Context: an optimization exercise on an open-source flow, tuned for small area, a short achievable clock period and few clock cycles per item. The choices shown serve that exercise and are no tape-out recipe.
Where RTL was checked, it was by simulation tests only, not by an equivalence proof against the original.
Power is estimated from default activity; no workload was simulated.

// preemptive_priority_scheduler_top
module preemptive_priority_scheduler_top
#(
    parameter int TASK_SLOTS = 16
) (
    input  logic      i_clk,
    input  logic      i_rst_n,
    input  logic      i_in_valid,
    output logic      o_in_ready,
    input  logic [44:0]  i_in_item,
    output logic         o_out_valid,
    input  logic         i_out_ready,
    output logic [166:0] o_out_item
);
Size: ~220 I/O pins.
Settings: LEC_CHECK=0, CAP_MARGIN=20, CORE_MARGIN=2, CORE_UTILIZATION=45, SETUP_SLACK_MARGIN=3.3, SLEW_MARGIN=20, TNS_END_PERCENT=10; clock period 6.0 ns.
run.sh (not shown) runs the stock make flow with config.mk's settings and CLKGATE_MAP_FILE= SYNTH_SCRIPT=/design/flow/synth_recipe.tcl, a recipe that flattens the netlist after the stock synthesis.
The first run finished with timing, DRC and antenna clean.
Then changed:
--- a/flow/design.v
+++ b/flow/design.v
@@ -19,62 +19,41 @@
             g = gn;
             p = pn;
         end
         add32[0] = t[0] ^ cin;
         for (int i = 1; i < 32; i++) add32[i] = t[i] ^ g[i-1];
         add32[32] = g[31];
     endfunction
     function automatic logic [31:0] sat_add(input logic [31:0] a, input logic [31:0] b);
         logic [32:0] s;
         s = add32(a, b, 1'b0);
         sat_add = s[31:0] | {32{s[32]}};
     endfunction
-    function automatic logic [1:0] cmp_u8(input logic [7:0] a, input logic [7:0] b);
-        logic [7:0] g, e;
-        g = a & ~b;
-        e = ~(a ^ b);
-        for (int w = 8; w > 1; w = w / 2) begin
-            for (int k = 0; k < w / 2; k++) begin
-                g[k] = g[2*k+1] | (e[2*k+1] & g[2*k]);
-                e[k] = e[2*k+1] & e[2*k];
-            end
-        end
-        cmp_u8 = {g[0], e[0]};
-    endfunction
-    function automatic logic [1:0] cmp_u16(input logic [15:0] a, input logic [15:0] b);
-        logic [15:0] g, e;
-        g = a & ~b;
-        e = ~(a ^ b);
-        for (int w = 16; w > 1; w = w / 2) begin
-            for (int k = 0; k < w / 2; k++) begin
-                g[k] = g[2*k+1] | (e[2*k+1] & g[2*k]);
-                e[k] = e[2*k+1] & e[2*k];
-            end
-        end
-        cmp_u16 = {g[0], e[0]};
-    endfunction
     function automatic logic ge_u8(input logic [7:0] a, input logic [7:0] b);
-        logic [1:0] c;
-        c = cmp_u8(a, b);
-        ge_u8 = c[1] | c[0];
+        logic r;
+        r = 1'b1;
+        for (int i = 0; i < 8; i++) r = (a[i] & ~b[i]) | (~(a[i] ^ b[i]) & r);
+        ge_u8 = r;
     endfunction
     function automatic logic gt_u8(input logic [7:0] a, input logic [7:0] b);
-        logic [1:0] c;
-        c = cmp_u8(a, b);
-        gt_u8 = c[1];
+        logic r;
+        r = 1'b0;
+        for (int i = 0; i < 8; i++) r = (a[i] & ~b[i]) | (~(a[i] ^ b[i]) & r);
+        gt_u8 = r;
     endfunction
     function automatic logic ge_u16(input logic [15:0] a, input logic [15:0] b);
-        logic [1:0] c;
-        c = cmp_u16(a, b);
-        ge_u16 = c[1] | c[0];
+        logic r;
+        r = 1'b1;
+        for (int i = 0; i < 16; i++) r = (a[i] & ~b[i]) | (~(a[i] ^ b[i]) & r);
+        ge_u16 = r;
     endfunction
 endpackage
 module pps_task_mem (
     input  logic        i_clk,
     input  logic        i_we_load,
     input  logic        i_we_cnt,
     input  logic [15:0] i_arrival,
     input  logic [7:0]  i_prio,
     input  logic [15:0] i_rem,
     input  logic [16:0] i_d,
     output logic [15:0] o_arrival,
     output logic [7:0]  o_prio,
@@ -115,24 +94,25 @@
     logic [7:0]  in_prio;
     assign in_op      = q_item[44];
     assign in_slot    = q_item[43:40];
     assign in_arrival = q_item[39:24];
     assign in_burst   = q_item[23:8];
     assign in_prio    = q_item[7:0];
     logic [N-1:0]   r_act;
     logic [N-1:0]   r_arr;
     logic [N-1:0]   r_elig;     
     logic [N-1:0]   r_last;     
     logic [31:0]    r_now;
     logic           r_nsat;     
+    logic [15:0]    r_np1;      
     logic [N*N-1:0] r_beats;    
     logic [15:0] row_arrival [0:N-1];
     logic [7:0]  row_prio    [0:N-1];
     logic [15:0] row_rem     [0:N-1];
     logic [16:0] row_d       [0:N-1];
     logic         w_valid;
     logic         w_load;
     logic [N-1:0] w_oh;
     logic [15:0]  w_rem;
     logic [15:0]  w_arr;
     logic         w_sat;
     logic [16:0]  w_d;
@@ -304,50 +284,52 @@
     logic in_arrived;
     assign in_arrived = (|r_now[31:16]) || pps_pkg::ge_u16(r_now[15:0], in_arrival);
     logic [N-1:0] act_n, arr_n;
     always_comb begin
         act_n = r_act;
         arr_n = r_arr;
         for (int i = 0; i < N; i++) begin
             if (load_sel[i]) begin
                 act_n[i] = 1'b1;
                 arr_n[i] = in_arrived;
             end else if (tick_go) begin
                 if (win[i] && r_last[i]) act_n[i] = 1'b0;
-                if (row_arrival[i] == now_inc[15:0]) arr_n[i] = 1'b1;
+                if (row_arrival[i] == r_np1) arr_n[i] = 1'b1;
             end
         end
     end
     always_ff @(posedge i_clk) begin
         for (int i = 0; i < N; i++) begin
             if (load_sel[i]) begin
                 r_last[i] <= (in_burst[15:1] == 15'd0);
             end else if (tick_go && win[i]) begin
                 r_last[i] <= last_next[i];
             end
         end
         r_arr <= arr_n;
     end
     always_ff @(posedge i_clk) begin
         if (!i_rst_n) begin
             r_act  <= '0;
             r_elig <= '0;
             r_now  <= 32'd0;
             r_nsat <= 1'b0;
+            r_np1  <= 16'd1;
         end else begin
             r_act  <= act_n;
             r_elig <= act_n & arr_n;
             if (tick_go) begin
                 r_now  <= now_next;
                 r_nsat <= r_nsat || (&r_now[31:1]);
+                r_np1  <= r_np1 + 16'd1;
             end
         end
     end
     logic b_move, o_move, f_pop;
     assign o_move = !o_valid || i_out_ready;
     assign b_move = !b_valid || o_move;
     assign f_pop  = (f_cnt != 2'd0) && b_move;
     logic [1:0] f_cnt_n;
     assign f_cnt_n = f_cnt + {1'b0, tick_go} - {1'b0, f_pop};
     always_ff @(posedge i_clk) begin
         if (!i_rst_n) begin
             f_cnt  <= 2'd0;
The changed run completed with no timing, DRC or antenna violations.
Clock-buffer cell count shrinks by 3.
Wire length goes up by 1.6%.
Worst setup slack gets better by 0.13 ns.
Die area grows by 1.8%.
Total power fell by 1.1%.
Utilization goes down by 1.4 points.
First-iteration DRC count went up by 4.9%.
Testbench counts after the change, summed over its fixed seeds: cycles 12,832, items 8,334.
Function not checked in the first run of this note: the RTL went through the layout flow alone.

[separate check: timing with driven ports]
Ports are ideal in the flow. The routed layouts listed here were re-timed in OpenROAD.
Step 1 sets driving cells, clkbuf_16 on the clock port and buf_2 on the other inputs (assumed; they add their load-dependent delay and slew).
Step 2 adds t to the input delays and takes it off the output delays; t is the mean of the earliest and latest rising clock arrival at the registers after step 1. Input paths then give back, and output paths get back, about the clock's delay inside the block.
Slacks: ideal ports / drivers / drivers and shift; pairs: ideal ports / drivers.
run	t (ns)	setup WS [ns]	worst register clock-pin slew, ns
the first run	0.899	2.540 / 2.540 / 2.189	0.07 / 0.07
the second run	0.897	2.669 / 2.669 / 2.669	0.07 / 0.07
After both steps every run listed still meets setup and hold. The setup slack of the first run, which loses most, moves by 0.000 ns with the drivers and by -0.351 ns with both steps.
